From an optimization exercise on the open Yosys and OpenROAD flow, aimed at small area; shortcuts taken in it are not production practice.
The RTL was checked by simulation tests, not by an equivalence proof against the original design.
Power and IR drop assume default switching activity.

rev 12:
==> flow/design.v <==
module if_mem_bit (
    input  logic q,
    input  logic we,
    input  logic wen,
    input  logic d,
    output logic nq
);
    assign nq = (q | we) & (wen | d);
endmodule
module if_rd_term (
    input  logic a0, s0,
    input  logic a1, s1,
    input  logic a2, s2,
    output logic yn
);
    assign yn = ~((a0 & s0) | (a1 & s1) | (a2 & s2));
endmodule
module if_rd_term1 (
    input  logic a0, s0,
    output logic yn
);
    assign yn = ~(a0 & s0);
endmodule
module if_nor2 (
    input  logic a, b,
    output logic y
);
    assign y = ~(a | b);
endmodule
module if_nand2 (
    input  logic a, b,
    output logic y
);
    assign y = ~(a & b);
endmodule
module if_nand4 (
    input  logic a, b, c, d,
    output logic y
);
    assign y = ~(a & b & c & d);
endmodule
module if_nor4 (
    input  logic a, b, c, d,
    output logic y
);
    assign y = ~(a | b | c | d);
endmodule
module instr_fetch #(
    parameter int unsigned   W       = 8,
    parameter int unsigned   IW      = 9,
    parameter logic [IW-1:0] HALT_OP = {IW{1'b1}}
) (
    input  logic          clk,
    input  logic          rst,
    input  logic          load_valid_i,
    input  logic [IW-1:0] load_data_i,
    input  logic          load_last_i,
    input  logic          start_i,
    input  logic [W-1:0]  pc_i,
    input  logic          stall_i,
    input  logic          flush_i,
    output logic [IW-1:0] instr_o,
    output logic          instr_valid_o,
    output logic          loading_c,
    output logic          done_o,
    output logic          load_err_o,
    output logic [W:0]    load_count_o
);
    localparam int unsigned DEPTH = 2 ** W;
    localparam int unsigned CNT_W = W + 1;
    typedef enum logic [1:0] {
        LOAD   = 2'd0,
        IDLE   = 2'd1,
        RUN    = 2'd2,
        HALTED = 2'd3
    } state_e;
    state_e           state_q;
    logic [IW-1:0]    instr_q;
    logic             instr_valid_q;
    logic             done_q;
    logic             load_err_q;
    logic [CNT_W-1:0] load_count_q;
    logic [IW-1:0] mem_q [DEPTH];
    logic [IW-1:0] mem_d [DEPTH];
    logic load_full_c;
    logic mem_we_c;
    assign load_full_c = load_count_q[W];
    assign mem_we_c = (state_q == LOAD) && load_valid_i && !load_full_c && !rst;
    logic [W-1:0]     addr;
    logic [DEPTH-1:0] sel;
    logic [DEPTH-1:0] seln;
    logic [IW-1:0]    rdata;
    logic [IW-1:0]    wdata;
    assign addr = (state_q == LOAD) ? load_count_q[W-1:0] : pc_i;
    logic [15:0] pl, pln, ph, phn;
    always_comb begin
        pl = '0;
        ph = '0;
        pl[addr[3:0]] = 1'b1;
        ph[addr[7:4]] = 1'b1;
    end
    assign pln = ~pl;
    assign phn = ~ph;
    for (genvar w = 0; w < DEPTH; w++) begin : g_dec
        if_nor2  u_sel  (.a(phn[w / 16]), .b(pln[w % 16]), .y(sel[w]));
        if_nand2 u_seln (.a(ph[w / 16]),  .b(pl[w % 16]),  .y(seln[w]));
    end
    assign wdata = mem_we_c ? load_data_i : rdata;
    for (genvar w = 0; w < DEPTH; w++) begin : g_word
        for (genvar b = 0; b < IW; b++) begin : g_bit
            if_mem_bit u_bit (
                .q  (mem_q[w][b]),
                .we (sel[w]),
                .wen(seln[w]),
                .d  (wdata[b]),
                .nq (mem_d[w][b])
            );
        end
        always_ff @(posedge clk) begin
            mem_q[w] <= mem_d[w];
        end
    end
    for (genvar b = 0; b < IW; b++) begin : g_rd
        logic [85:0] tn;
        logic [21:0] or1;
        logic [5:0]  or2n;
        for (genvar t = 0; t < 85; t++) begin : g_t
            if_rd_term u_t (
                .a0(mem_q[3*t][b]),   .s0(sel[3*t]),
                .a1(mem_q[3*t+1][b]), .s1(sel[3*t+1]),
                .a2(mem_q[3*t+2][b]), .s2(sel[3*t+2]),
                .yn(tn[t])
            );
        end
        if_rd_term1 u_t85 (.a0(mem_q[255][b]), .s0(sel[255]), .yn(tn[85]));
        for (genvar g = 0; g < 21; g++) begin : g_l1
            if_nand4 u_n (.a(tn[4*g]), .b(tn[4*g+1]), .c(tn[4*g+2]), .d(tn[4*g+3]), .y(or1[g]));
        end
        if_nand2 u_l1last (.a(tn[84]), .b(tn[85]), .y(or1[21]));
        for (genvar g = 0; g < 5; g++) begin : g_l2
            if_nor4 u_n (.a(or1[4*g]), .b(or1[4*g+1]), .c(or1[4*g+2]), .d(or1[4*g+3]), .y(or2n[g]));
        end
        if_nor2 u_l2last (.a(or1[20]), .b(or1[21]), .y(or2n[5]));
        assign rdata[b] = ~&or2n;
    end
    always_ff @(posedge clk or posedge rst) begin
        if (rst) begin
            state_q       <= LOAD;
            instr_q       <= '0;
            instr_valid_q <= 1'b0;
            done_q        <= 1'b0;
            load_err_q    <= 1'b0;
            load_count_q  <= '0;
        end else begin
            unique case (state_q)
                LOAD: begin
                    if (load_valid_i) begin
                        if (load_full_c) begin
                            load_err_q <= 1'b1;
                        end else begin
                            load_count_q <= load_count_q + CNT_W'(1);
                        end
                        if (load_last_i) begin
                            state_q <= IDLE;
                        end
                    end else if (start_i) begin
                        state_q <= RUN;
                    end
                end
                IDLE: begin
                    if (start_i) begin
                        state_q <= RUN;
                    end
                end
                RUN: begin
                    if (flush_i) begin
                        instr_q       <= '0;
                        instr_valid_q <= 1'b0;
                    end else if (stall_i) begin
                        instr_q       <= instr_q;
                        instr_valid_q <= instr_valid_q;
                    end else if (instr_valid_q && (instr_q == HALT_OP)) begin
                        state_q       <= HALTED;
                        instr_valid_q <= 1'b0;
                        done_q        <= 1'b1;
                    end else begin
                        instr_q       <= rdata;
                        instr_valid_q <= 1'b1;
                    end
                end
                HALTED: begin
                    if (start_i) begin
                        state_q <= RUN;
                        done_q  <= 1'b0;
                    end
                end
                default: begin
                    state_q <= LOAD;
                end
            endcase
        end
    end
    assign instr_o       = instr_q;
    assign instr_valid_o = instr_valid_q;
    assign loading_c     = (state_q == LOAD);
    assign done_o        = done_q;
    assign load_err_o    = load_err_q;
    assign load_count_o  = load_count_q;
endmodule
export LEC_CHECK = 0
export ABC_AREA = 0
export CAP_MARGIN = 20
export CORE_MARGIN = 2
export CORE_UTILIZATION = 45
export SETUP_SLACK_MARGIN = 0.4
export SLEW_MARGIN = 20
export SYNTH_HIERARCHICAL = 1
export SYNTH_MINIMUM_KEEP_SIZE = 0
create_clock -name core_clock -period 8.0 [get_ports {clk}]
standard.sh (not shown) runs the stock make flow with config.mk's settings and CLKGATE_MAP_FILE= SYNTH_SCRIPT=/design/flow/synth_recipe.tcl, a recipe that flattens the netlist after the stock synthesis.
==> flow/flow/run.sh <==
#!/bin/bash
set -euo pipefail
cd "$(dirname "$0")/.."
bash standard.sh \
  CTS_ARGS="-sink_clustering_enable -repair_clock_nets -dont_use_dummy_load -buf_list sky130_fd_sc_hd__clkbuf_4 -sink_clustering_size 10 -sink_clustering_max_diameter 40" \
  finish > flow_make.log 2>&1
The inputs of rev 13 differ from those of rev 12 as listed below.
-- flow/design.v --
<<< rev 12, line 87
    assign load_full_c = load_count_q[W];
    assign mem_we_c = (state_q == LOAD) && load_valid_i && !load_full_c && !rst;
    logic [W-1:0]     addr;
    logic [DEPTH-1:0] sel;
    logic [DEPTH-1:0] seln;
    logic [IW-1:0]    rdata;
    logic [IW-1:0]    wdata;
    assign addr = (state_q == LOAD) ? load_count_q[W-1:0] : pc_i;
    logic [15:0] pl, pln, ph, phn;
    always_comb begin
        pl = '0;
        ph = '0;
        pl[addr[3:0]] = 1'b1;
        ph[addr[7:4]] = 1'b1;
    end
    assign pln = ~pl;
    assign phn = ~ph;
    for (genvar w = 0; w < DEPTH; w++) begin : g_dec
        if_nor2  u_sel  (.a(phn[w / 16]), .b(pln[w % 16]), .y(sel[w]));
        if_nand2 u_seln (.a(ph[w / 16]),  .b(pl[w % 16]),  .y(seln[w]));
    end
    assign wdata = mem_we_c ? load_data_i : rdata;
    for (genvar w = 0; w < DEPTH; w++) begin : g_word
        for (genvar b = 0; b < IW; b++) begin : g_bit
            if_mem_bit u_bit (
                .q  (mem_q[w][b]),
                .we (sel[w]),
                .wen(seln[w]),
                .d  (wdata[b]),
                .nq (mem_d[w][b])
            );
>>> rev 13, line 87
    assign load_full_c = load_count_q[W];
    assign mem_we_c = (state_q == LOAD) && load_valid_i && !load_full_c && !rst;
    logic [DEPTH-1:0] we;
    logic [DEPTH-1:0] wen;
    logic [DEPTH-1:0] rsel;
    logic [IW-1:0]    rdata;
    logic [15:0] wl, wln, wh, whn;
    logic [15:0] rl, rln, rh, rhn;
    always_comb begin
        wl = '0;
        wh = '0;
        rl = '0;
        rh = '0;
        wl[load_count_q[3:0]] = 1'b1;
        wh[load_count_q[7:4]] = mem_we_c;
        rl[pc_i[3:0]] = 1'b1;
        rh[pc_i[7:4]] = 1'b1;
    end
    assign wln = ~wl;
    assign whn = ~wh;
    assign rln = ~rl;
    assign rhn = ~rh;
    for (genvar w = 0; w < DEPTH; w++) begin : g_dec
        if_nor2  u_we   (.a(whn[w / 16]), .b(wln[w % 16]), .y(we[w]));
        if_nand2 u_wen  (.a(wh[w / 16]),  .b(wl[w % 16]),  .y(wen[w]));
        if_nor2  u_rsel (.a(rhn[w / 16]), .b(rln[w % 16]), .y(rsel[w]));
    end
    for (genvar w = 0; w < DEPTH; w++) begin : g_word
        for (genvar b = 0; b < IW; b++) begin : g_bit
            if_mem_bit u_bit (
                .q  (mem_q[w][b]),
                .we (we[w]),
                .wen(wen[w]),
                .d  (load_data_i[b]),
                .nq (mem_d[w][b])
            );
<<< rev 12, line 127
        for (genvar t = 0; t < 85; t++) begin : g_t
            if_rd_term u_t (
                .a0(mem_q[3*t][b]),   .s0(sel[3*t]),
                .a1(mem_q[3*t+1][b]), .s1(sel[3*t+1]),
                .a2(mem_q[3*t+2][b]), .s2(sel[3*t+2]),
                .yn(tn[t])
            );
        end
        if_rd_term1 u_t85 (.a0(mem_q[255][b]), .s0(sel[255]), .yn(tn[85]));
        for (genvar g = 0; g < 21; g++) begin : g_l1
            if_nand4 u_n (.a(tn[4*g]), .b(tn[4*g+1]), .c(tn[4*g+2]), .d(tn[4*g+3]), .y(or1[g]));
>>> rev 13, line 132
        for (genvar t = 0; t < 85; t++) begin : g_t
            if_rd_term u_t (
                .a0(mem_q[3*t][b]),   .s0(rsel[3*t]),
                .a1(mem_q[3*t+1][b]), .s1(rsel[3*t+1]),
                .a2(mem_q[3*t+2][b]), .s2(rsel[3*t+2]),
                .yn(tn[t])
            );
        end
        if_rd_term1 u_t85 (.a0(mem_q[255][b]), .s0(rsel[255]), .yn(tn[85]));
        for (genvar g = 0; g < 21; g++) begin : g_l1
            if_nand4 u_n (.a(tn[4*g]), .b(tn[4*g+1]), .c(tn[4*g+2]), .d(tn[4*g+3]), .y(or1[g]));
[summary]
Synthesized area grows slightly when moving from rev 12 to rev 13.
On maximum number of pins on one net before global-route repair, the higher figure sits with rev 13, not rev 12.
Against rev 12, rev 13 reports a adder-cell share of the synthesized area that is higher.
Against rev 12, rev 13 comes in 110 ps higher on slew at the pin closest to its max-slew limit.
Rev 13 against rev 12: share of power burned in combinational logic shrank by 12 points; multi-input logic cell count grew by about 7.5%; post-route fraction of the period consumed by the critical path shrank by 13 points; maximum clock frequency grew by about 17%.
Clock skew: lower on rev 13
From rev 12 to rev 13 the numbers moved as follows: total inserted antenna cells now larger; cell area now smaller; met3 capacity usage during global routing now larger.

[separate check: timing with driven ports]
Ports are ideal in the flow. The routed layouts listed here were re-timed in OpenROAD. Step 1: set_driving_cell puts a clkbuf_16 on clk and a buf_2 on each other input, an assumption about the parent block. Step 2 times the ports against the registers' clock, not the clock port: input delays grow and output delays shrink by t, the midpoint of the rising clock arrivals with the driver on. a / b / c = ideal / step 1 / step 2; a / b = the first two.
run | shift t [ns] | setup slack, ns | hold WS [ns] | worst setup path at the end | worst register clock-pin slew, ns
rev 12 | 1.464 | 0.986 / 0.986 / -0.145 | 0.462 / 0.462 / 0.462 | input to register | 0.12 / 0.12
rev 13 | 1.446 | 2.009 / 2.064 / 0.619 | 0.472 / 0.472 / 0.472 | input to register | 0.12 / 0.12
With both steps, setup timing fails in rev 12, where it was met with ideal ports. For rev 13, which loses most, drivers alone change the setup slack by +0.055 ns; drivers and shift together by -1.390 ns.
